This design comes from an exercise in tuning for small area, a short achievable clock period and few clock cycles on the open sky130 flow, not from production work. Only simulation tests tie the RTL to the original design; equivalence was not proved.

==> flow/design.v (excerpt) <==
module fwdkm_seq #(
  parameter int unsigned NJ    = 3,
  parameter int unsigned ANG_W = 32,
  parameter int unsigned COS_W = 32,
  parameter int unsigned LEN_W = 16,
  parameter int unsigned ACC_W = 64
) (
  input  logic                 clk,
  input  logic                reset,
  input  logic                in_valid,
  output logic                in_ready,
  input  logic [ANG_W-1:0]    yaw_ang,
  input  logic [NJ*ANG_W-1:0] jnt_ang,
  input  logic [NJ*ANG_W-1:0] jnt_off,
  input  logic [NJ*LEN_W-1:0] link_len,
  input  logic [LEN_W-1:0]    base_h,
  output logic                cos_req_valid,
  input  logic                cos_req_ready,
  output logic [ANG_W-1:0]    cos_req_angle,
  input  logic                cos_rsp_valid,
  input  logic [COS_W-1:0]    cos_rsp_data,
  output logic                out_valid,
  input  logic                out_ready,
  output logic [ACC_W-1:0]    pos_x,
  output logic [ACC_W-1:0]    pos_y,
  output logic [ACC_W-1:0]    pos_z,
  output logic                busy
);
Size: ~5,100 cells after synthesis, ~550 I/O pins, about 57,000 µm² of cells after synthesis.
==> flow/config.mk <==
export PLATFORM = sky130hd
export DESIGN_NAME = fwdkm_seq
export DESIGN_NICKNAME = fwdkm_seq
export VERILOG_FILES = /design/flow/design.v
export SDC_FILE = /design/flow/constraint.sdc
export NUM_CORES = 4
export LEC_CHECK = 0
export CAP_MARGIN = 20
export CORE_MARGIN = 5
export CORE_UTILIZATION = 40
export CTS_BUF_LIST = sky130_fd_sc_hd__clkbuf_8
export CTS_CLUSTER_DIAMETER = 80
export CTS_CLUSTER_SIZE = 15
export SLEW_MARGIN = 20
export SYNTH_HIERARCHICAL = 1
export TNS_END_PERCENT = 0
==> flow/constraint.sdc <==
create_clock -name core_clock -period 13.0 [get_ports {clk}]
set_input_delay 2.6000 -clock core_clock [delete_from_list [all_inputs] [get_ports {clk}]]
set_output_delay 2.6000 -clock core_clock [all_outputs]
set_load 0.01 [all_outputs]
standard.sh (not shown) runs the stock make flow with config.mk's settings and CLKGATE_MAP_FILE= SYNTH_SCRIPT=/design/flow/synth_recipe.tcl, a recipe that flattens the netlist after the stock synthesis.
==> flow/flow/run.sh <==
#!/bin/bash
set -euo pipefail
bash standard.sh SETUP_SLACK_MARGIN=7.5 'BUFFER_PORTS_ARGS=-buffer_cell sky130_fd_sc_hd__buf_1' finish > standard_flow.log 2>&1
Testbench counts at the start, summed over its fixed seeds: cycles 3,144.
Then changed:
--- a/flow/design.v
+++ b/flow/design.v
@@ -60,23 +60,23 @@
   assign cos_req_valid = en_q && (!outst_q || cos_rsp_valid);
   assign req_fire      = cos_req_valid && cos_req_ready;
   assign ans           = cos_rsp_valid && outst_q;
   assign rsp_k         = q_q - 3'd1;
   logic ans6, ans7, pos_free, bstart, blast, first;
   assign ans6     = ans && rsp_k == 3'd6;
   assign ans7     = ans && rsp_k == 3'd7;
   assign pos_free = !bbusy_q && (!ov_q || out_ready);
   assign bstart   = (ans7 || bpend_q) && pos_free;
   assign blast    = (bcnt_q == 3'd5);
   assign first    = (bcnt_q == 3'd0);
-  logic       act_d, pend_d, bpend_d, bbusy_d, ov_d, gate_d;
+  logic       act_d, pend_d, bpend_d, bbusy_d, ov_d, gate_d, outst_d;
   logic [2:0] q_d, bcnt_d;
   always_comb begin
     q_d    = req_fire ? q_q + 3'd1 : q_q;
     act_d  = act_q;
     pend_d = pend_q;
     if (req_fire && q_q == 3'd7) begin
       act_d  = pend_q || accept;
       pend_d = 1'b0;
     end else if (accept) begin
       if (act_q) pend_d = 1'b1;
       else       act_d  = 1'b1;
@@ -86,24 +86,25 @@
     bcnt_d  = bcnt_q;
     if (bstart) begin
       bbusy_d = 1'b1;
       bcnt_d  = '0;
     end else if (bbusy_q) begin
       bcnt_d = bcnt_q + 3'd1;
       if (blast) bbusy_d = 1'b0;
     end
     ov_d = ov_q;
     if (bbusy_q && blast)       ov_d = 1'b1;
     else if (ov_q && out_ready) ov_d = 1'b0;
+    outst_d = req_fire ? 1'b1 : (ans ? 1'b0 : outst_q);
     gate_d = 1'b1;
-    if (q_d == 3'd0) gate_d = !bpend_d;
+    if (q_d == 3'd0) gate_d = !bpend_d && (!outst_d || (!bbusy_d && !ov_d));
     else if (q_d[2:1] == 2'b11) gate_d = !bpend_d && (!bbusy_d || bcnt_d >= 3'd4);
   end
   always_ff @(posedge clk or posedge reset) begin
     if (reset) begin
       occ_q   <= 1'b0;
       act_q   <= 1'b0;
       pend_q  <= 1'b0;
       q_q     <= '0;
       en_q    <= 1'b0;
       asel_q  <= 1'b1;
       outst_q <= 1'b0;
@@ -115,24 +116,23 @@
       bbusy_q <= 1'b0;
       bcnt_q  <= '0;
       ov_q    <= 1'b0;
     end else begin
       if (accept) occ_q <= 1'b1;
       else if (ans && rsp_k == 3'd5) occ_q <= 1'b0;
       act_q   <= act_d;
       pend_q  <= pend_d;
       q_q     <= q_d;
       en_q    <= act_d && gate_d;
       asel_q  <= (q_d[2:1] == 2'd0);
-      if (req_fire)  outst_q <= 1'b1;
-      else if (ans)  outst_q <= 1'b0;
+      outst_q <= outst_d;
       mac_v_q <= ans && (rsp_k <= 3'd5);
       if (ans) begin
         mac_z_q <= (rsp_k == 3'd0);
         mac_b_q <= (rsp_k == 3'd1);
         mac_a_q <= (rsp_k == 3'd1 || rsp_k == 3'd3);
       end
       bpend_q <= bpend_d;
       bbusy_q <= bbusy_d;
       bcnt_q  <= bcnt_d;
       ov_q    <= ov_d;
     end
Result: The changed run ran to the end with no violations. Global-route usage rises by 0.17 points. Core utilization rose by 0.36 points. Maximum frequency rises by 2.2%. Final area rises by 0.96%. Worst setup slack gains 130 ps. Synthesized cell count goes up by 0.65%. Clock-buffer cell count climbs by 8. Wire length rises by 1.7%. Flip-flop and latch count is unchanged. Non-clock buffer count rose by 16.
Testbench counts after the change, summed over its fixed seeds: cycles 3,144.

-- re-timing with driven ports --
Ports are ideal in the flow. The routed layouts listed here were re-timed in OpenROAD. Step 1, drivers: a clkbuf_16 drives clk and a buf_2 each remaining input, both assumed. Step 2 moves the port delays by t, midway between the first and last clock arrival at a register: inputs arrive t later, outputs are due t later. That takes back most of the time a late clock gives input paths. Slacks: no drivers / after step 1 / after step 2; pairs: no drivers / after step 1.
run	shift t [ns]	setup WS [ns]	hold WS [ns]
the first run	0.861	7.123 / 7.055 / 6.882	0.423 / 0.423 / 0.423
the second run	0.859	7.249 / 7.137 / 6.755	0.458 / 0.458 / 0.458
After both steps every run listed still meets setup and hold. For the second run, which loses most, drivers alone change the setup slack by -0.112 ns; drivers and shift together by -0.494 ns.
